From an optimization exercise on the open Yosys and OpenROAD flow, aimed at small area; shortcuts taken in it are not production practice.
Only simulation tests tie the RTL to the original design; equivalence was not proved.
Power and IR drop assume default switching activity.

==> design/flow/design.v <==
`timescale 1ns/1ps
module i2c_eeprom_target #(
    parameter logic [6:0] DEV_ADDR    = 7'b1010001,
    parameter int         PAGE_SIZE   = 16,
    parameter int         MEM_DEPTH   = 256,
    parameter int         SYNC_STAGES = 2
) (
    input  logic       clk1,
    input  logic       reset,
    input  logic       scl_in,
    input  logic       sda_in,
    output logic       sda_oe,
    output logic       busy,
    output logic       wr_strobe,
    output logic [7:0] wr_addr,
    output logic [7:0] wr_data
);
    typedef enum logic [3:0] {
        S_IDLE, S_DEV_ADDR, S_DEV_ACK, S_WORD_ADDR, S_WORD_ACK,
        S_WR_DATA, S_WR_ACK, S_RD_DATA, S_RD_ACK, S_IGNORE
    } state_t;
    localparam logic [7:0] PAGE_MASK = 8'(PAGE_SIZE - 1);
    logic [SYNC_STAGES-1:0] scl_sync_q, sda_sync_q;
    logic                   scl_hist_q, sda_hist_q;
    logic                   scl_s, sda_s;
    logic                   scl_rise, scl_fall, start_det, stop_det;
    logic                   wp_s;
    state_t      state_q, state_d;
    logic [3:0]  bit_cnt_q, bit_cnt_d;
    logic [7:0]  shift_q, shift_d;
    logic [7:0]  ptr_q, ptr_d;
    logic        rw_q, rw_d;
    logic        sda_oe_q, sda_oe_d;
    logic        busy_q, busy_d;
    logic        wr_strobe_q, wr_strobe_d;
    logic [7:0]  wr_addr_q, wr_addr_d;
    logic [7:0]  wr_data_q, wr_data_d;
    logic        mem_we;
    logic [7:0]  mem_rdata_q;
    logic [7:0]  mem_q [MEM_DEPTH];
    logic [7:0]  rx_byte, page_next;
    always_ff @(posedge clk1) begin
        if (reset) begin
            scl_sync_q <= '1;
            sda_sync_q <= '1;
            scl_hist_q <= 1'b1;
            sda_hist_q <= 1'b1;
        end else begin
            scl_sync_q <= {scl_sync_q[SYNC_STAGES-2:0], scl_in};
            sda_sync_q <= {sda_sync_q[SYNC_STAGES-2:0], sda_in};
            scl_hist_q <= scl_sync_q[SYNC_STAGES-1];
            sda_hist_q <= sda_sync_q[SYNC_STAGES-1];
        end
    end
    assign wp_s = 1'b0;
    assign scl_s     = scl_sync_q[SYNC_STAGES-1];
    assign sda_s     = sda_sync_q[SYNC_STAGES-1];
    assign scl_rise  = ~scl_hist_q & scl_s;
    assign scl_fall  = scl_hist_q & ~scl_s;
    assign start_det = scl_hist_q & scl_s & sda_hist_q & ~sda_s;
    assign stop_det  = scl_hist_q & scl_s & ~sda_hist_q & sda_s;
    assign rx_byte   = {shift_q[6:0], sda_s};
    assign page_next = (ptr_q & ~PAGE_MASK) | ((ptr_q + 8'd1) & PAGE_MASK);
    always_ff @(posedge clk1) begin
        if (reset) begin
            state_q     <= S_IDLE;
            bit_cnt_q   <= 4'd0;
            shift_q     <= 8'd0;
            ptr_q       <= 8'd0;
            rw_q        <= 1'b0;
            sda_oe_q    <= 1'b0;
            busy_q      <= 1'b0;
            wr_strobe_q <= 1'b0;
            wr_addr_q   <= 8'd0;
            wr_data_q   <= 8'd0;
        end else begin
            state_q     <= state_d;
            bit_cnt_q   <= bit_cnt_d;
            shift_q     <= shift_d;
            ptr_q       <= ptr_d;
            rw_q        <= rw_d;
            sda_oe_q    <= sda_oe_d;
            busy_q      <= busy_d;
            wr_strobe_q <= wr_strobe_d;
            wr_addr_q   <= wr_addr_d;
            wr_data_q   <= wr_data_d;
        end
    end
    always_ff @(posedge clk1) begin
        if (mem_we) mem_q[ptr_q] <= rx_byte;
        else        mem_rdata_q  <= mem_q[ptr_q];
    end
    always_comb begin
        state_d     = state_q;
        bit_cnt_d   = bit_cnt_q;
        shift_d     = shift_q;
        ptr_d       = ptr_q;
        rw_d        = rw_q;
        sda_oe_d    = sda_oe_q;
        busy_d      = busy_q;
        wr_strobe_d = 1'b0;
        wr_addr_d   = wr_addr_q;
        wr_data_d   = wr_data_q;
        mem_we      = 1'b0;
        if (start_det) begin
            state_d   = S_DEV_ADDR;
            bit_cnt_d = 4'd0;
            busy_d    = 1'b1;
            sda_oe_d  = 1'b0;
        end else if (stop_det) begin
            state_d  = S_IDLE;
            busy_d   = 1'b0;
            sda_oe_d = 1'b0;
        end else begin
            case (state_q)
                S_DEV_ADDR, S_WORD_ADDR, S_WR_DATA: begin
                    if (scl_rise) begin
                        shift_d   = rx_byte;
                        bit_cnt_d = bit_cnt_q + 4'd1;
                        if (bit_cnt_q == 4'd7) begin
                            bit_cnt_d = 4'd0;
                            if (state_q == S_DEV_ADDR) begin
                                if (rx_byte[7:1] == DEV_ADDR) begin
                                    rw_d    = rx_byte[0];
                                    state_d = S_DEV_ACK;
                                end else begin
                                    state_d = S_IGNORE;
                                end
                            end else if (state_q == S_WORD_ADDR) begin
                                ptr_d   = rx_byte;
                                state_d = S_WORD_ACK;
                            end else if (wp_s) begin
                                state_d = S_IGNORE;
                            end else begin
                                mem_we      = ~reset;
                                wr_strobe_d = 1'b1;
                                wr_addr_d   = ptr_q;
                                wr_data_d   = rx_byte;
                                ptr_d       = page_next;
                                state_d     = S_WR_ACK;
                            end
                        end
                    end
                end
                S_DEV_ACK, S_WORD_ACK, S_WR_ACK: begin
                    if (scl_fall) begin
                        if (bit_cnt_q == 4'd0) begin
                            sda_oe_d  = 1'b1;
                            bit_cnt_d = 4'd1;
                        end else begin
                            sda_oe_d  = 1'b0;
                            bit_cnt_d = 4'd0;
                            if (state_q == S_DEV_ACK && rw_q) begin
                                state_d   = S_RD_DATA;
                                shift_d   = {mem_rdata_q[6:0], 1'b0};
                                sda_oe_d  = ~mem_rdata_q[7];
                                bit_cnt_d = 4'd1;
                            end else if (state_q == S_DEV_ACK) begin
                                state_d = S_WORD_ADDR;
                            end else begin
                                state_d = S_WR_DATA;
                            end
                        end
                    end
                end
                S_RD_DATA: begin
                    if (scl_fall) begin
                        if (bit_cnt_q == 4'd8) begin
                            sda_oe_d  = 1'b0;
                            bit_cnt_d = 4'd0;
                            state_d   = S_RD_ACK;
                        end else begin
                            sda_oe_d  = ~shift_q[7];
                            shift_d   = {shift_q[6:0], 1'b0};
                            bit_cnt_d = bit_cnt_q + 4'd1;
                        end
                    end
                end
                S_RD_ACK: begin
                    if (scl_rise && bit_cnt_q == 4'd0) begin
                        if (!sda_s) begin
                            ptr_d     = ptr_q + 8'd1;
                            bit_cnt_d = 4'd1;
                        end else begin
                            state_d = S_IGNORE;
                        end
                    end else if (scl_fall && bit_cnt_q == 4'd1) begin
                        state_d   = S_RD_DATA;
                        shift_d   = {mem_rdata_q[6:0], 1'b0};
                        sda_oe_d  = ~mem_rdata_q[7];
                        bit_cnt_d = 4'd1;
                    end
                end
                S_IDLE, S_IGNORE: sda_oe_d = 1'b0;
                default:          state_d = S_IDLE;
            endcase
        end
    end
    always_comb begin
        sda_oe    = sda_oe_q;
        busy      = busy_q;
        wr_strobe = wr_strobe_q;
        wr_addr   = wr_addr_q;
        wr_data   = wr_data_q;
    end
endmodule
==> design/flow/run.sh <==
#!/bin/bash
# synth_recipe.tcl (not shown) runs the flow's synth.tcl, then flattens the netlist and writes it again
# the make line also repeats each setting of config.mk as NAME=value (left out here)
make -C /OpenROAD-flow-scripts/flow DESIGN_CONFIG=/design/flow/config.mk WORK_HOME=/design/flow/orfs CLKGATE_MAP_FILE= SYNTH_SCRIPT=/design/flow/synth_recipe.tcl finish
==> design/flow/config.mk <==
export PLATFORM = sky130hd
export DESIGN_NAME = i2c_eeprom_target
export DESIGN_NICKNAME = i2c_eeprom_target
export VERILOG_FILES = /design/flow/design.v
export SDC_FILE = /design/flow/constraint.sdc
export NUM_CORES = 4
export LEC_CHECK = 0
export CAP_MARGIN = 20
export CORE_MARGIN = 2
export CORE_UTILIZATION = 40
export SLEW_MARGIN = 20
==> design/flow/constraint.sdc <==
create_clock -name core_clock -period 10.0 [get_ports {clk1}]
set_input_delay 2.0000 -clock core_clock [delete_from_list [all_inputs] [get_ports {clk1}]]
set_output_delay 2.0000 -clock core_clock [all_outputs]
set_load 0.01 [all_outputs]
==> results.tsv, run 1 <==
stage	metric	value	unit
detailed_routing	viasPerCell	5.886	
clocking	cts_tree	done	
timing	worstMarginPinSlew	1258	ps
timing	relSlewSlack	15.37	%
cells_and_area	area_growth	12.42	%
timing	tns	0	ps
critical_path	cp.arrival	5780	ps
cells_and_area	layout.cells.non_filler	6767	
timing	rsz0062_at_grt	no	
clocking	clock_sinks	2106	
logic_synthesis	synth_edf_count	2056	
place	place_inst	6392	
clocking	cts_setup_buffers	0	
timing	fmaxAchievable	0.1876	GHz
grt	grt_usage	20.10	%
grt	grt_pass1_vias	39800	
detailed_routing	detail-route-antenna-nets	0	
floorplanning	dieArea	0.2067	mm2
cells_and_area	drive_gt1_share	22.50	%
power_and_ir_drop	powerDensity	190.8	mW/mm2
power_and_ir_drop	intPower	14.05	mW
power_and_ir_drop	p_comb_share	0.3	%
logic_synthesis	syn_nets	3892	
logic_synthesis	syn_inst	3881	
floorplanning	ios	23	
clocking	ctsHoldBuffers	0	
detailed_routing	post_drt_wl_per_cell	30.75	um
timing	post-route-period-util	53.32	%
place	gp_congestion	0.8499	
floorplanning	die_h	454.7	um
logic_synthesis	synthArstFlopShare	0	%
power_and_ir_drop	vdd_drop_max	0.1543	mV
flow_run	drv_cap	0	
place	place_hpwl	117300	um
floorplanning	die_w	454.7	um
logic_synthesis	synth_ff_type	edfxtp_1	
logic_synthesis	ys_warn_count	1	
power_and_ir_drop	power_switching	3.375	mW
grt	antenna_found_initial	5	
power_and_ir_drop	p_leak	27.28	nW
run_status	outcome	complete, no violations	
critical_path	path_max_fanout	42	
critical_path	endpoint_kind	register	
critical_path	crit_type	in -> reg	
detailed_routing	drt_iter0_drc	5554	
grt	grt_overflow_total	0	
power_and_ir_drop	switching_share	19.37	%
clocking	root_buffer	clkbuf_16	
logic_synthesis	avgSynthCellArea	20.93	um2
logic_synthesis	ys_ff_latch	2106	
grt	grt_pass1_wl	298200	um
timing	setup_viol	0	
critical_path	rrSetupSlack	4870	ps
floorplanning	rows	165	
logic_synthesis	netlist-cell-type-count	61	
grt	grt_max_degree	159	
timing	hold_viol	0	
detailed_routing	drcViolationCount	0	
detailed_routing	totalWireLength	208100	um
timing	period_minus_slack	5332	ps
power_and_ir_drop	clock_power_share	44.7	%
logic_synthesis	syn-cell-area	0.08124	mm2
clocking	cts_made_buffers	204	
power_and_ir_drop	pwr-share-seq	55.0	%
floorplanning	design.core.area	0.2021	mm2
critical_path	startpoint_type	input pin	
detailed_routing	first_pass_iters	6	
clocking	htreeDepth	4	
place	port_buffers	22	
detailed_routing	vias	39830	
clocking	clockBufferDepth	3	
clocking	cts_resized	0	
floorplanning	start_util	40.20	%
clocking	cts.clk_slew.worst_paths	60	ps
min_path	hold_class	reg -> reg	
clocking	clk_latency	830	ps
timing	final_max_slew_viol_count	0	
critical_path	worstPathRequired	10450	ps
timing	skew	40.68	ps
logic_synthesis	ys_seq_area_share	77.23	%
cells_and_area	nets	3938	
cells in the mapped netlist (all sizes together) (3+ instances only):
master	number	area [um2]
a21oi	150	750.7
mux4	512	11530
and3	16	100.1
inv	13	48.79
o21a	3	22.52
a211oi	20	155.1
mux2i	25	250.2
a22oi	260	1952
a311oi	4	35.03
or3	4	25.02
nor4	35	225.2
dfxtp	50	1001
o21ai	19	95.09
buf	100	568.1
or2	17	106.4
ha	7	87.58
nor2	300	1129
o21bai	4	30.03
edfxtp	2056	61740
o22ai	18	112.6
nand2b	6	37.54
clkbuf	150	564.3
nand2	28	105.1
nor2b	15	93.84
nor3	8	40.04
nand3	27	135.1
cell type report:
class / count / area [um2]
antenna: 1 / 2.502
clock buffer: 252 / 5330
clock inverter: 121 / 1443
fill: 16600 / 110800
inverter: 13 / 48.80
multi-input combinational: 1512 / 17460
sequential: 2106 / 62780
tap: 2672 / 3343
timing repair buffer: 90 / 917.1
layer usage:
metal / track usage (%) / up-vias / part of all wire, %
met2: 31.08 / 2000 / 47
li1: - / 16370 / -
met4: 5.163 / 2 / 2.4
met5: 0 / - / 0.0043
met3: 4.017 / 297 / 8.5
met1: 29.27 / 21160 / 42
state kept, by name, summed over array words and instances (netlist names), 2 cells and up:
name and cells:
bit_cnt_q 4, mem_q 2048, mem_rdata_q 8, ptr_q 8, scl_sync_q 2, sda_sync_q 2, shift_q 8, state_q 4
wr_addr_q 8, wr_data_q 8
critical path: stages:
cell,delay (ps)
clkdlybuf4s50_1,400
buf_4,270
inv_1,120
o21ai_0,270
nor2_4,720
nand3_2,990
nor2_1,960
power by group through the flow:
stage,registers [mW],logic (mW),clock network (mW)
floorplan,9.78,0.0175,0
detailed placement,9.76,0.0579,0
global placement,9.76,0.0581,0
global route,9.57,0.0618,8.23
finish,9.58,0.0576,7.79
CTS,9.57,0.0580,7.90
kinds of logic after synthesis:
kind of cell    synth area share (%)
fa+ha+maj                     0.1078
xor+xnor                     0.03235
simple gates                   2.580
buf+inv                        1.454
flops                          77.23
compound gates                 4.081
mux                            14.52
cells in the final DEF (no fill, tap or decap), types with 12 or more instances in the layout:
master,Yosys,routed
o21ai_0,19,19
nand3_2,0,16
clkinv_2,0,25
clkbuf_1,149,44
nor2b_1,15,13
bufinv_16,0,26
nand2_1,28,27
buf_4,12,53
dfxtp_1,50,40
clkbuf_16,0,205
a211oi_1,19,19
inv_1,12,12
clkdlybuf4s50_1,0,22
o22ai_1,18,18
buf_12,0,13
clkinv_1,0,43
a22oi_1,260,260
mux4_2,512,512
edfxtp_1,2056,2056
a21oi_1,150,150
nor2_1,299,297
nor4_1,34,33
and3_1,16,16
mux2i_1,25,25
through the flow:
stage	util, %	total power [mW]	setup WS, ps	instance area, um2	hold WS, ps
2_1_floorplan	-	9.795	3829	81240	389.5
3_3_place_gp	41.81	9.821	3567	84510	401.8
3_5_place_dp	41.81	9.821	3846	84510	398.8
4_1_cts	45.16	17.53	4726	91280	425.6
5_1_grt	45.19	17.87	4536	91330	439.9
6_report	45.19	17.42	4668	91330	423.4
path summary, 6_finish.rpt:
| path | startpoint | to | cells after the start |
|---|---|---|---|
| setup reg to reg | ptr_q[1] | mem_q[231][7] | 5 |
| hold reg to reg | sda_sync_q[0] | sda_sync_q[1] | 1 |
| hold / removal | sda_sync_q[0] | sda_sync_q[1] | 1 |
| setup / recovery | reset | mem_q[192][3] | 7 |
==> inputs of run 2 (changes only) <==
--- a/design/flow/design.v
+++ b/design/flow/design.v
@@ -24,7 +24,6 @@
     logic                   scl_hist_q, sda_hist_q;
     logic                   scl_s, sda_s;
     logic                   scl_rise, scl_fall, start_det, stop_det;
-    logic                   wp_s;
     state_t      state_q, state_d;
     logic [3:0]  bit_cnt_q, bit_cnt_d;
     logic [7:0]  shift_q, shift_d;
@@ -33,12 +32,16 @@
     logic        sda_oe_q, sda_oe_d;
     logic        busy_q, busy_d;
     logic        wr_strobe_q, wr_strobe_d;
-    logic [7:0]  wr_addr_q, wr_addr_d;
-    logic [7:0]  wr_data_q, wr_data_d;
+    logic        wr_valid_q, wr_valid_d;
     logic        mem_we;
+    logic [7:0]  rx_byte, page_next;
+    logic [8*MEM_DEPTH-1:0] ring_q;
+    logic [7:0]  head_idx_q;
+    logic [7:0]  last_addr_q, last_data_q;
+    logic [7:0]  head_byte;
     logic [7:0]  mem_rdata_q;
-    logic [7:0]  mem_q [MEM_DEPTH];
-    logic [7:0]  rx_byte, page_next;
+    logic        prefetch;
+    logic        hit_prev_q;
     always_ff @(posedge clk1) begin
         if (reset) begin
             scl_sync_q <= '1;
@@ -52,7 +55,6 @@
             sda_hist_q <= sda_sync_q[SYNC_STAGES-1];
         end
     end
-    assign wp_s = 1'b0;
     assign scl_s     = scl_sync_q[SYNC_STAGES-1];
     assign sda_s     = sda_sync_q[SYNC_STAGES-1];
     assign scl_rise  = ~scl_hist_q & scl_s;
@@ -65,30 +67,40 @@
         if (reset) begin
             state_q     <= S_IDLE;
             bit_cnt_q   <= 4'd0;
-            shift_q     <= 8'd0;
             ptr_q       <= 8'd0;
             rw_q        <= 1'b0;
             sda_oe_q    <= 1'b0;
             busy_q      <= 1'b0;
             wr_strobe_q <= 1'b0;
-            wr_addr_q   <= 8'd0;
-            wr_data_q   <= 8'd0;
+            wr_valid_q  <= 1'b0;
         end else begin
             state_q     <= state_d;
             bit_cnt_q   <= bit_cnt_d;
-            shift_q     <= shift_d;
             ptr_q       <= ptr_d;
             rw_q        <= rw_d;
             sda_oe_q    <= sda_oe_d;
             busy_q      <= busy_d;
             wr_strobe_q <= wr_strobe_d;
-            wr_addr_q   <= wr_addr_d;
-            wr_data_q   <= wr_data_d;
-        end
-    end
-    always_ff @(posedge clk1) begin
-        if (mem_we) mem_q[ptr_q] <= rx_byte;
-        else        mem_rdata_q  <= mem_q[ptr_q];
+            wr_valid_q  <= wr_valid_d;
+        end
+    end
+    always_ff @(posedge clk1) shift_q <= shift_d;
+    always_ff @(posedge clk1) begin
+        if (mem_we) begin
+            last_addr_q <= ptr_q;
+            last_data_q <= rx_byte;
+        end
+    end
+    assign head_byte = (head_idx_q == last_addr_q) ? last_data_q : ring_q[7:0];
+    always_ff @(posedge clk1) begin
+        ring_q     <= {head_byte, ring_q[8*MEM_DEPTH-1:8]};
+        head_idx_q <= head_idx_q + 8'd1;
+    end
+    assign prefetch = (state_q == S_RD_DATA) || (state_q == S_RD_ACK && bit_cnt_q == 4'd0);
+    always_ff @(posedge clk1) begin
+        hit_prev_q <= (head_idx_q == ptr_q);
+        if (prefetch ? hit_prev_q : (head_idx_q == ptr_q))
+            mem_rdata_q <= head_byte;
     end
     always_comb begin
         state_d     = state_q;
@@ -99,8 +111,7 @@
         sda_oe_d    = sda_oe_q;
         busy_d      = busy_q;
         wr_strobe_d = 1'b0;
-        wr_addr_d   = wr_addr_q;
-        wr_data_d   = wr_data_q;
+        wr_valid_d  = wr_valid_q;
         mem_we      = 1'b0;
         if (start_det) begin
             state_d   = S_DEV_ADDR;
@@ -129,13 +140,10 @@
                             end else if (state_q == S_WORD_ADDR) begin
                                 ptr_d   = rx_byte;
                                 state_d = S_WORD_ACK;
-                            end else if (wp_s) begin
-                                state_d = S_IGNORE;
                             end else begin
                                 mem_we      = ~reset;
                                 wr_strobe_d = 1'b1;
-                                wr_addr_d   = ptr_q;
-                                wr_data_d   = rx_byte;
+                                wr_valid_d  = 1'b1;
                                 ptr_d       = page_next;
                                 state_d     = S_WR_ACK;
                             end
@@ -200,7 +208,7 @@
         sda_oe    = sda_oe_q;
         busy      = busy_q;
         wr_strobe = wr_strobe_q;
-        wr_addr   = wr_addr_q;
-        wr_data   = wr_data_q;
+        wr_addr   = last_addr_q & {8{wr_valid_q}};
+        wr_data   = last_data_q & {8{wr_valid_q}};
     end
 endmodule
--- a/design/flow/config.mk
+++ b/design/flow/config.mk
@@ -8,4 +8,5 @@
 export CAP_MARGIN = 20
 export CORE_MARGIN = 2
 export CORE_UTILIZATION = 40
+export CTS_BUF_LIST = sky130_fd_sc_hd__clkbuf_8
 export SLEW_MARGIN = 20
==> run 2 against run 1 <==
  * Core utilization is 2.3 points higher
  * Synthesized area is 45% lower
  * Clock skew grew 8.7 ps
  * Via count down 58%
  * Still clean
  * Final area is 43% lower
  * Die area is 45% lower
  * Cell count down 35%
  * Synthesized cell count decreased by 38%
  * Global-route usage shrank 11 points
  * Sequential power shrank 11%
  * Hold slack worse by 130 ps
  * Fmax up 29%
==> results.tsv, run 2 <==
stage	metric	value	unit	change
clocking	ctsHoldBuffers	0		unchanged
timing	final_max_slew_viol_count	0		unchanged
power_and_ir_drop	p_leak	21.16	nW	-22%
place	port_buffers	22		unchanged
timing	tns	0	ps	unchanged
min_path	hold_class	reg -> reg		
grt	grt_usage	9.068	%	-11 points
clocking	htreeDepth	5		+1
logic_synthesis	synth_most_common_cell	dfxtp_1		
cells_and_area	final_cell_mix	2084 x dfxtp_1, 369 x clkbuf_8, 93 x inv_1, 32 x edfxtp_1, 24 x a21oi_1		
logic_synthesis	ys_ff_latch	2116		+0.47%
grt	grt_pass1_wl	86900	um	-71%
run_status	outcome	complete, no violations		
cells_and_area	area_growth	17.59	%	
critical_path	endpoint_kind	primary output		
grt	antenna_found_initial	4		-1
logic_synthesis	synth_compound_gate_area_share	1.219	%	-2.9 points
critical_path	path_max_fanout	17		-60%
clocking	cts_resized	0		unchanged
timing	rsz0062_at_grt	no		
floorplanning	design.core.area	0.1107	mm2	-45%
critical_path	crit_type	reg -> out		
cells_and_area	layout_commonest_cell	dfxtp_1		
cells_and_area	post-route-util	47.45	%	+2.3 points
timing	timing.hold.ws	288.6	ps	-134.8 ps
logic_synthesis	synth_top_area_cell	dfxtp_1		
clocking	cts.clk_slew.worst_paths	60	ps	about the same
timing	worstMarginPinSlew	813.3	ps	-444.5 ps
clocking	cts_tree	done		
timing	fmaxAchievable	0.2412	GHz	+29%
critical_path	startpoint_type	register		
critical_path	worstPathRequired	8000	ps	-2450 ps
cells_and_area	drive_gt1_share	15.42	%	-7.1 points
clocking	clockBufferDepth	4		+1
grt	grt_overflow_total	0		unchanged
logic_synthesis	synth_ff_type	dfxtp_1		
logic_synthesis	netlist-cell-type-count	62		+1.6%
floorplanning	ios	23		unchanged
logic_synthesis	ys_warn_count	1		unchanged
floorplanning	start_util	40.35	%	+0.16 points
detailed_routing	detail-route-antenna-nets	0		unchanged
clocking	cts_made_buffers	300		+47%
min_path	whs_path_depth	0		-1
power_and_ir_drop	power	15.21	mW	-13%
logic_synthesis	yosys-top-cells-count	2084 x dfxtp_1, 32 x edfxtp_1, 25 x a21oi_1		
logic_synthesis	synth_edf_count	32		-98%
logic_synthesis	synthArstFlopShare	0	%	unchanged
detailed_routing	first_pass_iters	8		+2
place	gp_congestion	0.8028		-5.5%
logic_synthesis	avgSynthCellArea	18.51	um2	-12%
critical_path	rr_worst_depth	4		-1
logic_synthesis	synth_top_area_share	93.42	%	+17 points
critical_path	cp.arrival	2150	ps	-3630 ps
clocking	cts_setup_buffers	0		unchanged
logic_synthesis	syn-cell-area	0.04466	mm2	-45%
logic_synthesis	syn_nets	2422		-38%
clocking	root_buffer	clkbuf_8		
detailed_routing	drt_iter0_drc	917		-83%
cells_and_area	nets	2724		-31%
clocking	clock_sinks	2116		+0.47%
flow_run	drv_cap	0		unchanged
timing	period_minus_slack	4145	ps	-1187 ps
timing	post-route-period-util	41.45	%	-12 points
floorplanning	die_h	338.1	um	-26%
power_and_ir_drop	powerDensity	289.7	mW/mm2	+52%
grt	grt_max_degree	25		-84%
logic_synthesis	synth_top_family_by_area	simple AND/OR/NAND/NOR gates		
timing	relSlewSlack	45.71	%	+30 points
logic_synthesis	yosys-mux-area-fraction	0.5492	%	-14 points
timing	hold_viol	0		unchanged
cells_and_area	fillers	9135		-45%
detailed_routing	viasPerCell	3.835		-35%
detailed_routing	vias	16880		-58%
clocking	clk_latency	870	ps	+40 ps
logic_synthesis	synthAdderAreaFrac	0.1401	%	+0.032 points
detailed_routing	post_drt_wl_per_cell	11.46	um	-63%
logic_synthesis	syn_inst	2413		-38%
grt	grt_pass1_vias	17910		-55%
power_and_ir_drop	vdd_drop_max	0.1482	mV	-3.9%
timing	skew	49.41	ps	+8.721 ps
logic_synthesis	synth_area_leaders	dfxtp_1 93%, edfxtp_1 2.2%, mux2_2 0.48%		
timing	setup_viol	0		unchanged
floorplanning	rows	122		-26%
cells_and_area	top_register	ring_q		
logic_synthesis	ys_seq_area_share	95.58	%	+18 points
detailed_routing	drcViolationCount	0		unchanged
detailed_routing	totalWireLength	50450	um	-76%
logic_synthesis	synth-simple-area-share	1.743	%	-0.84 points
cells_and_area	largest_reg_flops	2048		unchanged
place	place_hpwl	23940	um	-80%
logic_synthesis	synthXorXnorAreaFrac	0.4903	%	+0.46 points
floorplanning	dieArea	0.1143	mm2	-45%
floorplanning	die_w	338.1	um	-26%
## run 2: changes by cell type after synthesis, sizes merged, moves of 19 or more
cell,change
mux2i,-23
buf,-91
edfxtp,-2024
mux2,+19
clkbuf,-137
dfxtp,+2034
a21oi,-124
mux4,-512
nor2,-283
nor4,-32
a22oi,-257
## run 2: worst max-delay path, stage by stage (launching register included)
cell and delay [ps]:
dfxtp_1 560, and2_1 210, clkdlybuf4s50_1 540
## run 2: layer usage
layer	GRT usage (%)	up-vias	share of wire [%]
met2	11.71	497	39
met4	6.055	0	4.1
met3	3.206	221	6.4
li1	-	8315	-
met1	12.63	7846	50
met5	0	-	0
## run 2: layout make-up
type	count	area [um2]	share of cell area [%]
antenna	2	5.005	0.009531
sequential	2116	42680	81.28
clock buffer	369	5079	9.672
tap	1488	1862	3.546
inverter	9	33.78	0.06433
clock inverter	129	765.7	1.458
multi-input combinational	266	1864	3.550
timing repair buffer	22	220.2	0.4194
## run 2: worst paths after layout
kind	from	to	slack, ps
setup / recovery	wr_valid_q	wr_addr[3]	5850
hold / removal	ring_q[847]	ring_q[839]	290
setup reg to reg	state_q[1]	shift_q[5]	7290
hold reg to reg	ring_q[847]	ring_q[839]	290
## run 2: report_power, final
group	leakage, nW	switching [mW]	total (mW)	internal, mW
Clock	3.33	2.84	6.34	3.50
Sequential	17.1	0.0559	8.56	8.50
Combinational	0.735	0.185	0.314	0.129
## run 2: kinds of logic (layout without fill, tap and decap cells)
logic type | count (synthesis) | after routing
simple gates | 130 | 130
xor+xnor | 25 | 25
buf+inv | 31 | 529
compound gates | 84 | 84
flops | 2116 | 2116
fa+ha+maj | 5 | 5
mux | 22 | 22
other cells | 0 | 2
## run 2: through the flow
stage | setup slack (ps) | std cells | cell area (um2)
2_1_floorplan | 6184 | 2413 | 44660
3_3_place_gp | 5868 | 3901 | 46650
3_5_place_dp | 5706 | 3901 | 46650
4_1_cts | 5747 | 4399 | 52500
5_1_grt | 5667 | 4401 | 52510
6_report | 5855 | 4401 | 52510
==> inputs of run 3 (changes only) <==
--- a/design/flow/config.mk
+++ b/design/flow/config.mk
@@ -8,5 +8,5 @@
 export CAP_MARGIN = 20
 export CORE_MARGIN = 2
 export CORE_UTILIZATION = 40
-export CTS_BUF_LIST = sky130_fd_sc_hd__clkbuf_8
+export CTS_BUF_LIST = sky130_fd_sc_hd__clkbuf_4
 export SLEW_MARGIN = 20
==> run 3 against run 2 <==
  * Highest routed layer unchanged
  * Flip-flop and latch count is the same
  * Total power fell by 2.5%
  * Die area stayed put
  * Clock-buffer cell count up 299
  * Critical path type unchanged
  * First-iteration DRC count down 2.1%
==> results.tsv, run 3 <==
stage	metric	value	unit	change
power_and_ir_drop	intPower	11.76	mW	-3.0%
cells_and_area	nets	2880		+5.7%
critical_path	crit_type	reg -> out		
power_and_ir_drop	pwr-share-seq	57.7	%	+1.4 points
timing	final_max_slew_viol_count	0		unchanged
power_and_ir_drop	power_switching	3.061	mW	-0.58%
floorplanning	die_w	338.1	um	unchanged
cells_and_area	final_cell_mix	2084 x dfxtp_1, 668 x clkbuf_4, 62 x clkinv_1, 32 x edfxtp_1, 24 x a21oi_1		
clocking	htreeDepth	5		unchanged
cells_and_area	post-route-cell-area	0.05215	mm2	-0.68%
timing	rsz0062_at_grt	no		
logic_synthesis	synth_area_leaders	dfxtp_1 93%, edfxtp_1 2.2%, mux2_2 0.48%		
clocking	cts_setup_buffers	0		unchanged
grt	grt_usage	9.346	%	+0.28 points
grt	grt_max_degree	25		unchanged
floorplanning	rows	122		unchanged
detailed_routing	post_drt_wl_per_cell	11.01	um	-3.9%
run_status	outcome	complete, no violations		
logic_synthesis	syn_nets	2422		unchanged
critical_path	crit_slowest_cell	dfxtp_1		
timing	hold_viol	0		unchanged
power_and_ir_drop	p_comb_share	2.1	%	about the same
logic_synthesis	avgSynthCellArea	18.51	um2	unchanged
detailed_routing	drt_iter0_drc	898		-2.1%
timing	post-route-period-util	43.70	%	+2.2 points
power_and_ir_drop	power	14.82	mW	-2.5%
logic_synthesis	synth_ff_type	dfxtp_1		
power_and_ir_drop	powerDensity	284.2	mW/mm2	-1.9%
critical_path	worstPathRequired	8000	ps	about the same
logic_synthesis	synth_top_area_cell	dfxtp_1		
cells_and_area	drive_gt1_share	22.89	%	+7.5 points
floorplanning	start_util	40.35	%	unchanged
logic_synthesis	syn_inst	2413		unchanged
clocking	clockBufferDepth	4		unchanged
timing	period_minus_slack	4370	ps	+224.7 ps
grt	antenna_found_initial	4		unchanged
critical_path	cp.arrival	2370	ps	+220 ps
power_and_ir_drop	p_leak	21.11	nW	-0.21%
critical_path	crit_chain	and2_1 -> clkdlybuf4s50_1		
logic_synthesis	ys_seq_area_share	95.58	%	unchanged
clocking	clk_latency	1130	ps	+260 ps
flow_run	drv_cap	0		unchanged
critical_path	endpoint_kind	primary output		
clocking	cts_resized	0		unchanged
floorplanning	dieArea	0.1143	mm2	unchanged
logic_synthesis	ys_ff_latch	2116		unchanged
detailed_routing	viasPerCell	3.820		-0.39%
detailed_routing	detail-route-antenna-nets	0		unchanged
timing	worstMarginPinSlew	798.6	ps	-14.66 ps
detailed_routing	totalWireLength	51250	um	+1.6%
clocking	ctsHoldBuffers	0		unchanged
floorplanning	design.core.area	0.1107	mm2	unchanged
timing	fmaxAchievable	0.2288	GHz	-5.1%
logic_synthesis	yosys-top-cells-count	2084 x dfxtp_1, 32 x edfxtp_1, 25 x a21oi_1		
logic_synthesis	ys_warn_count	1		unchanged
power_and_ir_drop	vdd_drop_max	0.1407	mV	-5.1%
clocking	root_buffer	clkbuf_4		
min_path	hold_class	reg -> reg		
timing	setup_viol	0		unchanged
detailed_routing	drcViolationCount	0		unchanged
cells_and_area	layout_commonest_cell	dfxtp_1		
grt	grt_pass1_wl	89870	um	+3.4%
clocking	cts.clk_slew.worst_paths	70	ps	about the same
power_and_ir_drop	switching_share	20.65	%	+0.41 points
grt	grt_overflow_total	0		unchanged
logic_synthesis	synthArstFlopShare	0	%	unchanged
logic_synthesis	netlist-cell-type-count	62		unchanged
place	pre_cts_ws	5706	ps	unchanged
place	gp_congestion	0.8028		unchanged
clocking	cts_tree	done		
grt	grt_pass1_vias	19350		+8.1%
timing	setup_ws	5630	ps	-224.7 ps
timing	skew	74.86	ps	+25.46 ps
logic_synthesis	synth_top_area_share	93.42	%	unchanged
cells_and_area	area_growth	16.78	%	
place	place_hpwl	23940	um	unchanged
critical_path	cpPeakStageDelay	580	ps	+20 ps
cells_and_area	top_register	ring_q		
logic_synthesis	syn-cell-area	0.04466	mm2	unchanged
critical_path	path_max_fanout	17		unchanged
floorplanning	ios	23		unchanged
clocking	cts_made_buffers	456		+52%
detailed_routing	vias	17780		+5.3%
place	post_dp_cell_area	0.04665	mm2	unchanged
logic_synthesis	synth_edf_count	32		unchanged
critical_path	startpoint_type	register		
cells_and_area	largest_reg_flops	2048		unchanged
place	place_inst	3901		unchanged
logic_synthesis	synth_most_common_cell	dfxtp_1		
detailed_routing	first_pass_iters	7		-1
place	port_buffers	22		unchanged
floorplanning	die_h	338.1	um	unchanged
timing	tns	0	ps	unchanged
cells_and_area	layout.cells.non_filler	4654		+5.7%
clocking	clock_sinks	2116		unchanged
timing	relSlewSlack	46.68	%	+0.98 points
power_and_ir_drop	clock_power_share	40.2	%	-1.5 points
## run 3: cell count changes in the layout (fill, tap and decap cells not counted), moves of 4 or more
cell        before  now
clkbuf_4         0  668
clkbuf_8       369    0
clkinv_1         1   62
clkinv_2        22    6
clkinvlp_4       6    2
inv_1           93    9
## run 3: critical path: cells and delay by family, from the launching register on
family / cells / cell delay (ps)
flops: 1 / 580
buf+inv: 1 / 540
simple gates: 1 / 220
## run 3: path summary, 6_finish.rpt
| path | start | to | slack (ps) | cells past startpoint |
|---|---|---|---|---|
| min reg2reg | ring_q[1812] | ring_q[1804] | 260 | 0 |
| max reg2reg | state_q[1] | shift_q[5] | 7280 | 4 |
| min | ring_q[1812] | ring_q[1804] | 260 | 0 |
| max | wr_valid_q | wr_addr[3] | 5630 | 2 |
## run 3: through the flow
stage	hold slack (ps)	utilization [%]
after floorplan	309.6	-
after global placement	311.0	42.15
after detailed placement	312.1	42.15
after CTS	240.9	47.11
after global routing	241.0	47.12
final	264.1	47.12
## run 3: kinds of logic (layout without fill, tap and decap cells)
logic type	after synthesis	after routing	synth area share, %
xor+xnor	25	25	0.4903
buf+inv	31	781	0.2830
mux	22	22	0.5492
other cells	0	3	0
simple gates	130	130	1.743
flops	2116	2116	95.58
fa+ha+maj	5	5	0.1401
compound gates	84	84	1.219
## run 3: layer usage
layer	vias up	share of wire (%)	global-route usage (%)
li1	8840	-	-
met1	8283	50	12.44
met2	500	41	12.34
met3	156	5.7	3.454
met4	0	3.0	6.873
met5	-	0	0
## run 3: final cells by class
cell class / instances / area [um2]
Inverter: 9 / 33.78
Fill cell: 9360 / 58520
Multi-Input combinational cell: 266 / 1864
Timing Repair Buffer: 22 / 220.2
Antenna cell: 3 / 7.507
Clock inverter: 82 / 467.9
Sequential cell: 2116 / 42680
Tap cell: 1488 / 1862
Clock buffer: 668 / 5015
## run 3: power by group through the flow
stage | Combinational [mW] | Clock, mW | Sequential, mW
global route | 0.339 | 6.69 | 8.55
finish | 0.315 | 5.96 | 8.55
global placement | 0.264 | 0 | 8.74
CTS | 0.298 | 6.23 | 8.55
floorplan | 0.256 | 0 | 8.70
detailed placement | 0.296 | 0 | 8.74
==> inputs of run 4 (changes only) <==
--- a/design/flow/config.mk
+++ b/design/flow/config.mk
@@ -8,5 +8,4 @@
 export CAP_MARGIN = 20
 export CORE_MARGIN = 2
 export CORE_UTILIZATION = 40
-export CTS_BUF_LIST = sky130_fd_sc_hd__clkbuf_4
 export SLEW_MARGIN = 20
==> run 4 against run 3 <==
  * Clock power grew 17%
  * Combinational power about the same
  * Total power increased by 7.0%
  * Fmax is 7.8% higher
  * Sequential power barely moved
  * Worst setup slack improved by 320 ps
==> results.tsv, run 4 <==
stage	metric	value	unit	change
min_path	hold_end	ring_q[479]		
grt	antenna_found_initial	2		-2
timing	setup_viol	0		unchanged
grt	grt_pass1_wl	84090	um	-6.4%
place	place_inst	3901		unchanged
critical_path	worstPathRequired	8000	ps	about the same
critical_path	critPathLaunch	wr_valid_q		
cells_and_area	area_growth	18.39	%	
clocking	clockBufferDepth	3		-1
detailed_routing	viasPerCell	3.829		+0.23%
detailed_routing	vias	16150		-9.2%
critical_path	endpoint_kind	primary output		
detailed_routing	drcViolationCount	0		unchanged
logic_synthesis	synth_area_leaders	dfxtp_1 93%, edfxtp_1 2.2%, mux2_2 0.48%		
clocking	clock_sinks	2116		unchanged
timing	tns	0	ps	unchanged
timing	relSlewSlack	46.57	%	-0.12 points
flow_run	drv_cap	0		unchanged
floorplanning	die_w	338.1	um	unchanged
cells_and_area	top_register	ring_q		
clocking	cts_made_buffers	174		-62%
timing	rsz0062_at_grt	no		
detailed_routing	drt_iter0_drc	876		-2.4%
power_and_ir_drop	powerDensity	300.1	mW/mm2	+5.6%
logic_synthesis	synth_top_area_cell	dfxtp_1		
floorplanning	dieArea	0.1143	mm2	unchanged
power_and_ir_drop	vdd_drop_max	0.1707	mV	+21%
floorplanning	start_util	40.35	%	unchanged
place	port_buffers	22		unchanged
timing	skew	16.59	ps	-58.28 ps
logic_synthesis	ys_seq_area_share	95.58	%	unchanged
grt	grt_usage	8.791	%	-0.55 points
critical_path	crit_type	reg -> out		
critical_path	rr_worst_depth	4		unchanged
detailed_routing	first_pass_iters	6		-1
cells_and_area	layout.cells.non_filler	4218		-9.4%
timing	worstMarginPinSlew	800.4	ps	+1.765 ps
logic_synthesis	synth_ff_type	dfxtp_1		
detailed_routing	detail-route-antenna-nets	0		unchanged
detailed_routing	post_drt_wl_per_cell	11.64	um	+5.7%
min_path	hold_class	reg -> reg		
clocking	cts_tree	done		
logic_synthesis	ys_ff_latch	2116		unchanged
critical_path	cp.arrival	2050	ps	-320 ps
logic_synthesis	synth_most_common_cell	dfxtp_1		
min_path	whs_path_depth	0		unchanged
cells_and_area	layout_commonest_cell	dfxtp_1		
clocking	clk_latency	730	ps	-400 ps
clocking	root_buffer	clkbuf_16		
cells_and_area	largest_reg_flops	2048		unchanged
floorplanning	rows	122		unchanged
logic_synthesis	ys_warn_count	1		unchanged
detailed_routing	totalWireLength	49100	um	-4.2%
floorplanning	ios	23		unchanged
clocking	ctsHoldBuffers	0		unchanged
power_and_ir_drop	p_leak	20.86	nW	-1.2%
clocking	cts_resized	0		unchanged
clocking	cts_setup_buffers	0		unchanged
clocking	htreeDepth	4		-1
timing	fmaxAchievable	0.2468	GHz	+7.8%
place	place_hpwl	23940	um	unchanged
timing	hold_viol	0		unchanged
critical_path	cpPeakStageDelay	580	ps	about the same
logic_synthesis	synth_top_area_share	93.42	%	unchanged
logic_synthesis	syn_inst	2413		unchanged
timing	period_minus_slack	4052	ps	-317.9 ps
critical_path	crit_slowest_cell	dfxtp_1		
grt	grt_overflow_total	0		unchanged
logic_synthesis	yosys-top-cells-count	2084 x dfxtp_1, 32 x edfxtp_1, 25 x a21oi_1		
logic_synthesis	syn-cell-area	0.04466	mm2	unchanged
timing	final_max_slew_viol_count	0		unchanged
min_path	hp-start	ring_q[487]		
critical_path	rrSetupSlack	7300	ps	+20 ps
clocking	cts.clk_slew.worst_paths	60	ps	about the same
cells_and_area	drive_gt1_share	11.65	%	-11 points
grt	grt_max_degree	25		unchanged
critical_path	r2r-start	state_q[1]		
cells_and_area	post-route-util	47.77	%	+0.65 points
run_status	outcome	complete, no violations		
timing	timing.hold.ws	312.8	ps	+48.70 ps
critical_path	r2r-end	shift_q[4]		
cells_and_area	fillers	9046		-3.4%
logic_synthesis	avgSynthCellArea	18.51	um2	unchanged
floorplanning	die_h	338.1	um	unchanged
critical_path	crit_chain	and2_1 -> clkdlybuf4s50_1		
critical_path	path_max_fanout	17		unchanged
logic_synthesis	netlist-cell-type-count	62		unchanged
place	gp_congestion	0.8028		unchanged
logic_synthesis	syn_nets	2422		unchanged
grt	grt_pass1_vias	16830		-13%
cells_and_area	antennaDiodeCount	0		-3
logic_synthesis	synth_edf_count	32		unchanged
cells_and_area	nets	2598		-9.8%
floorplanning	design.core.area	0.1107	mm2	unchanged
critical_path	startpoint_type	register		
cells_and_area	final_cell_mix	2084 x dfxtp_1, 178 x clkbuf_16, 46 x clkbuf_8, 34 x clkbuf_1, 32 x edfxtp_1		
logic_synthesis	synthArstFlopShare	0	%	unchanged
timing	post-route-period-util	40.52	%	-3.2 points
-- run 4: critical path: cells and delay by family, from the launching register on --
family | cells | cell delay, ps
AND/OR/NAND/NOR | 1 | 220
buffers and inverters | 1 | 540
flip-flops | 1 | 580
-- run 4: power by group --
group	switching [mW]	leakage (nW)	internal [mW]
logic	0.185	0.735	0.129
registers	0.0559	17.1	8.50
clock network	2.86	3.04	4.14
total	3.10	20.9	12.8
-- run 4: kinds of logic (layout without fill, tap and decap cells) --
| family | count (synthesis) | count (layout) | share of synthesized area [%] |
|---|---|---|---|
| flops | 2116 | 2116 | 95.58 |
| simple gates | 130 | 130 | 1.743 |
| compound gates | 84 | 84 | 1.219 |
| buf+inv | 31 | 348 | 0.2830 |
| xor+xnor | 25 | 25 | 0.4903 |
| mux | 22 | 22 | 0.5492 |
| fa+ha+maj | 5 | 5 | 0.1401 |
-- run 4: final cells by class --
| type | instances | area, um2 | area share (%) |
|---|---|---|---|
| inverters | 9 | 33.78 | 0.06390 |
| flip-flops and latches | 2116 | 42680 | 80.73 |
| multi-input cells | 266 | 1864 | 3.526 |
| clock buffers | 258 | 5215 | 9.864 |
| repair buffers | 22 | 220.2 | 0.4165 |
| clock inverters | 59 | 993.5 | 1.879 |
| well taps | 1488 | 1862 | 3.521 |
-- run 4: how the worst max path moves through the flow --
stage / to / depth (start not counted)
global placement: last_addr_q[2] / 2
floorplan: last_addr_q[0] / 2
detailed placement: last_addr_q[6] / 2
global route: wr_data[4] / 2
CTS: wr_addr[3] / 2
finish: wr_addr[3] / 2
-- run 4: routing by layer --
| metal | GRT usage [%] | vias to the layer above | routed length (um) |
|---|---|---|---|
| li1 | - | 8017 | - |
| met1 | 12.62 | 7546 | 25440 |
| met2 | 11.71 | 416 | 19010 |
| met3 | 2.735 | 171 | 2932 |
| met4 | 4.781 | 0 | 1716 |
| met5 | 0 | - | 0 |
-- run 4: stage by stage --
| step | setup WS, ps | power, mW | cell area, um2 |
|---|---|---|---|
| 2_1_floorplan | 6184 | 8.959 | 44660 |
| 3_3_place_gp | 5868 | 9.000 | 46650 |
| 3_5_place_dp | 5706 | 9.036 | 46650 |
| 4_1_cts | 5893 | 16.04 | 52860 |
| 5_1_grt | 5805 | 16.44 | 52870 |
| 6_report | 5948 | 15.87 | 52870 |
==> inputs of run 5 (changes only) <==
--- a/design/flow/config.mk
+++ b/design/flow/config.mk
@@ -8,4 +8,7 @@
 export CAP_MARGIN = 20
 export CORE_MARGIN = 2
 export CORE_UTILIZATION = 40
+export CTS_BUF_LIST = sky130_fd_sc_hd__clkbuf_16
+export CTS_CLUSTER_DIAMETER = 80
+export CTS_CLUSTER_SIZE = 32
 export SLEW_MARGIN = 20
==> run 5 against run 4 <==
  * Hold slack got worse by 2.0 ps
  * Wire length fell by 5.6%
  * First-iteration DRC count rose by 16%
  * Clock power fell by 47%
  * Cell count fell by 5.4%
  * Global-route usage fell by 0.64 points
  * Final area fell by 7.8%
  * Total power fell by 21%
  * Synthesized area did not move
  * Flip-flop and latch count did not move
  * Largest cell class unchanged
==> results.tsv, run 5 <==
stage	metric	value	unit	change
cells_and_area	post-route-cell-area	0.04875	mm2	-7.8%
clocking	clk_latency	640	ps	-90 ps
timing	rsz0062_at_grt	no		
flow_run	drv_cap	0		unchanged
cells_and_area	drive_gt1_share	4.914	%	-6.7 points
clocking	clock_sinks	2116		unchanged
detailed_routing	viasPerCell	3.861		+0.85%
floorplanning	dieArea	0.1143	mm2	unchanged
grt	grt_pass1_vias	15380		-8.6%
logic_synthesis	synth_most_common_cell	dfxtp_1		
critical_path	crit_slowest_cell	dfxtp_1		
critical_path	path_max_fanout	17		unchanged
timing	relSlewSlack	45.92	%	-0.64 points
power_and_ir_drop	power	12.56	mW	-21%
logic_synthesis	ys_warn_count	1		unchanged
clocking	ctsHoldBuffers	0		unchanged
critical_path	startpoint_type	register		
place	post_dp_cell_area	0.04665	mm2	unchanged
timing	final_max_slew_viol_count	0		unchanged
cells_and_area	final_cell_mix	2084 x dfxtp_1, 78 x clkbuf_16, 32 x edfxtp_1, 24 x a21oi_1, 22 x clkdlybuf4s50_1		
detailed_routing	drt_iter0_drc	1012		+16%
detailed_routing	first_pass_iters	6		unchanged
min_path	hold_class	reg -> reg		
critical_path	path_buf_inv	1		unchanged
critical_path	rr_worst_depth	4		unchanged
power_and_ir_drop	p_leak	18.86	nW	-9.6%
logic_synthesis	ys_seq_area_share	95.58	%	unchanged
grt	grt_usage	8.151	%	-0.64 points
logic_synthesis	syn_nets	2422		unchanged
floorplanning	start_util	40.35	%	unchanged
logic_synthesis	yosys-top-cells-count	2084 x dfxtp_1, 32 x edfxtp_1, 25 x a21oi_1		
cells_and_area	layout_commonest_cell	dfxtp_1		
clocking	root_buffer	clkbuf_16		
timing	tns	0	ps	unchanged
critical_path	critical_path.top_delay_family	flip-flops		
floorplanning	die_h	338.1	um	unchanged
clocking	clockBufferDepth	3		unchanged
run_status	outcome	complete, no violations		
critical_path	critPathLaunch	wr_valid_q		
timing	fmaxAchievable	0.2500	GHz	+1.3%
place	gp_congestion	0.8028		unchanged
cells_and_area	largest_reg_flops	2048		unchanged
cells_and_area	layout.cells.non_filler	3991		-5.4%
clocking	cts_tree	done		
floorplanning	ios	23		unchanged
cells_and_area	area_growth	9.156	%	
logic_synthesis	synth_top_area_cell	dfxtp_1		
critical_path	crit_chain	and2_1 -> clkdlybuf4s50_1		
logic_synthesis	ys_ff_latch	2116		unchanged
critical_path	crit_type	reg -> out		
clocking	cts_resized	0		unchanged
floorplanning	rows	122		unchanged
logic_synthesis	synth_ff_type	dfxtp_1		
critical_path	r2r-start	state_q[1]		
timing	setup_viol	0		unchanged
timing	worstMarginPinSlew	810.1	ps	+9.649 ps
clocking	cts_setup_buffers	0		unchanged
timing	period_minus_slack	4000	ps	-52.08 ps
logic_synthesis	synth_area_leaders	dfxtp_1 93%, edfxtp_1 2.2%, mux2_2 0.48%		
timing	timing.hold.ws	310.7	ps	-2.044 ps
grt	grt_max_degree	34		+36%
critical_path	endpoint_kind	primary output		
clocking	cts.clk_slew.worst_paths	110	ps	+50 ps
logic_synthesis	syn-cell-area	0.04466	mm2	unchanged
clocking	htreeDepth	3		-1
detailed_routing	post_drt_wl_per_cell	11.61	um	-0.23%
detailed_routing	detail-route-antenna-nets	0		unchanged
critical_path	path_depth	2		unchanged
power_and_ir_drop	vdd_drop_max	0.1449	mV	-15%
timing	skew	20.18	ps	+3.590 ps
timing	post-route-period-util	40.00	%	-0.52 points
detailed_routing	vias	15410		-4.6%
floorplanning	design.core.area	0.1107	mm2	unchanged
cells_and_area	antennaDiodeCount	0		unchanged
place	place_hpwl	23940	um	unchanged
critical_path	worstSetupEndpoint	wr_addr[3]		
clocking	cts_made_buffers	77		-56%
detailed_routing	totalWireLength	46350	um	-5.6%
cells_and_area	nets	2501		-3.7%
grt	grt_overflow_total	0		unchanged
power_and_ir_drop	powerDensity	257.6	mW/mm2	-14%
critical_path	cp.arrival	2000	ps	-50 ps
critical_path	r2r-end	shift_q[1]		
critical_path	rrSetupSlack	7300	ps	about the same
logic_synthesis	synth_edf_count	32		unchanged
logic_synthesis	avgSynthCellArea	18.51	um2	unchanged
grt	grt_pass1_wl	78600	um	-6.5%
timing	hold_viol	0		unchanged
place	port_buffers	22		unchanged
critical_path	worstPathRequired	8000	ps	about the same
detailed_routing	drcViolationCount	0		unchanged
logic_synthesis	netlist-cell-type-count	62		unchanged
grt	antenna_found_initial	3		+1
floorplanning	die_w	338.1	um	unchanged
logic_synthesis	synth_top_area_share	93.42	%	unchanged
logic_synthesis	syn_inst	2413		unchanged
cells_and_area	top_register	ring_q		
critical_path	cpPeakStageDelay	590	ps	about the same
place	place_inst	3901		unchanged
logic_synthesis	synthArstFlopShare	0	%	unchanged
run 5: cell counts after synthesis:
Identical to the previous run, type by type.
run 5: power breakdown:
group / leakage, nW / total [mW] / internal, mW / switching (mW)
clock: 1.03 / 3.69 / 1.44 / 2.25
combinational: 0.735 / 0.314 / 0.129 / 0.185
sequential: 17.1 / 8.55 / 8.49 / 0.0557
total: 18.9 / 12.6 / 10.1 / 2.49
run 5: cell families after synthesis:
kind of cell / after synthesis / synth area share (%)
flops: 2116 / 95.58
buf+inv: 31 / 0.2830
compound gates: 84 / 1.219
mux: 22 / 0.5492
xor+xnor: 25 / 0.4903
simple gates: 130 / 1.743
fa+ha+maj: 5 / 0.1401
run 5: through the flow:
stage | util (%) | setup WS [ps]
finish | 44.05 | 6000
global route | 44.05 | 5845
CTS | 44.04 | 5938
detailed placement | 42.15 | 5706
global placement | 42.15 | 5868
floorplan | - | 6184
run 5: layer usage:
metal  GRT usage (%)  up-vias  share of wire [%]
met2           10.97      316                 38
met5               0        -                  0
li1                -     7685                  -
met3           1.954      169                5.0
met1           12.32     7241                 53
met4           3.581        0                3.7
run 5: cell type report:
| cell class | count | area (um2) |
|---|---|---|
| Multi-Input combinational cell | 266 | 1864 |
| Fill cell | 9352 | 61920 |
| Timing Repair Buffer | 22 | 220.2 |
| Inverter | 9 | 33.78 |
| Clock inverter | 12 | 132.6 |
| Clock buffer | 78 | 1952 |
| Tap cell | 1488 | 1862 |
| Sequential cell | 2116 | 42680 |
run 5: worst min path at each step:
stage                 startpoint           end  slack [ps]  cells past startpoint
floorplan              ring_q[8]     ring_q[0]         310                      0
global placement     ring_q[736]   ring_q[728]         310                      0
detailed placement  ring_q[1016]  ring_q[1008]         310                      0
CTS                  ring_q[453]   ring_q[445]         320                      0
global route         ring_q[453]   ring_q[445]         320                      0
finish               ring_q[453]   ring_q[445]         310                      0

[port drivers added, routing unchanged]
In the flow no input, the clock included, has a driving cell. The finished layouts below were timed again as built, in two steps. Step 1 sets driving cells, clkbuf_16 on the clock port and buf_2 on the other inputs (assumed; they add their load-dependent delay and slew). Step 2 times the ports against the registers' clock, not the clock port: input delays grow and output delays shrink by t, the midpoint of the rising clock arrivals with the driver on. Three values: ideal ports, drivers, drivers and shift; two values: the first two.
| run | t, ns | slack for setup (ns) | latest minus earliest clock arrival (ns) |
|---|---|---|---|
| run 1 | 0.893 | 4.668 / 4.726 / 3.834 | 0.049 / 0.049 |
| run 2 | 0.904 | 5.855 / 5.797 / 5.962 | 0.070 / 0.070 |
| run 3 | 1.125 | 5.630 / 5.574 / 5.917 | 0.133 / 0.133 |
| run 4 | 0.783 | 5.948 / 5.884 / 5.967 | 0.024 / 0.024 |
| run 5 | 0.703 | 6.000 / 5.937 / 6.008 | 0.034 / 0.033 |
After both steps setup and hold are still met in every run listed. For run 1, which loses most, drivers alone change the setup slack by +0.058 ns; drivers and shift together by -0.834 ns.
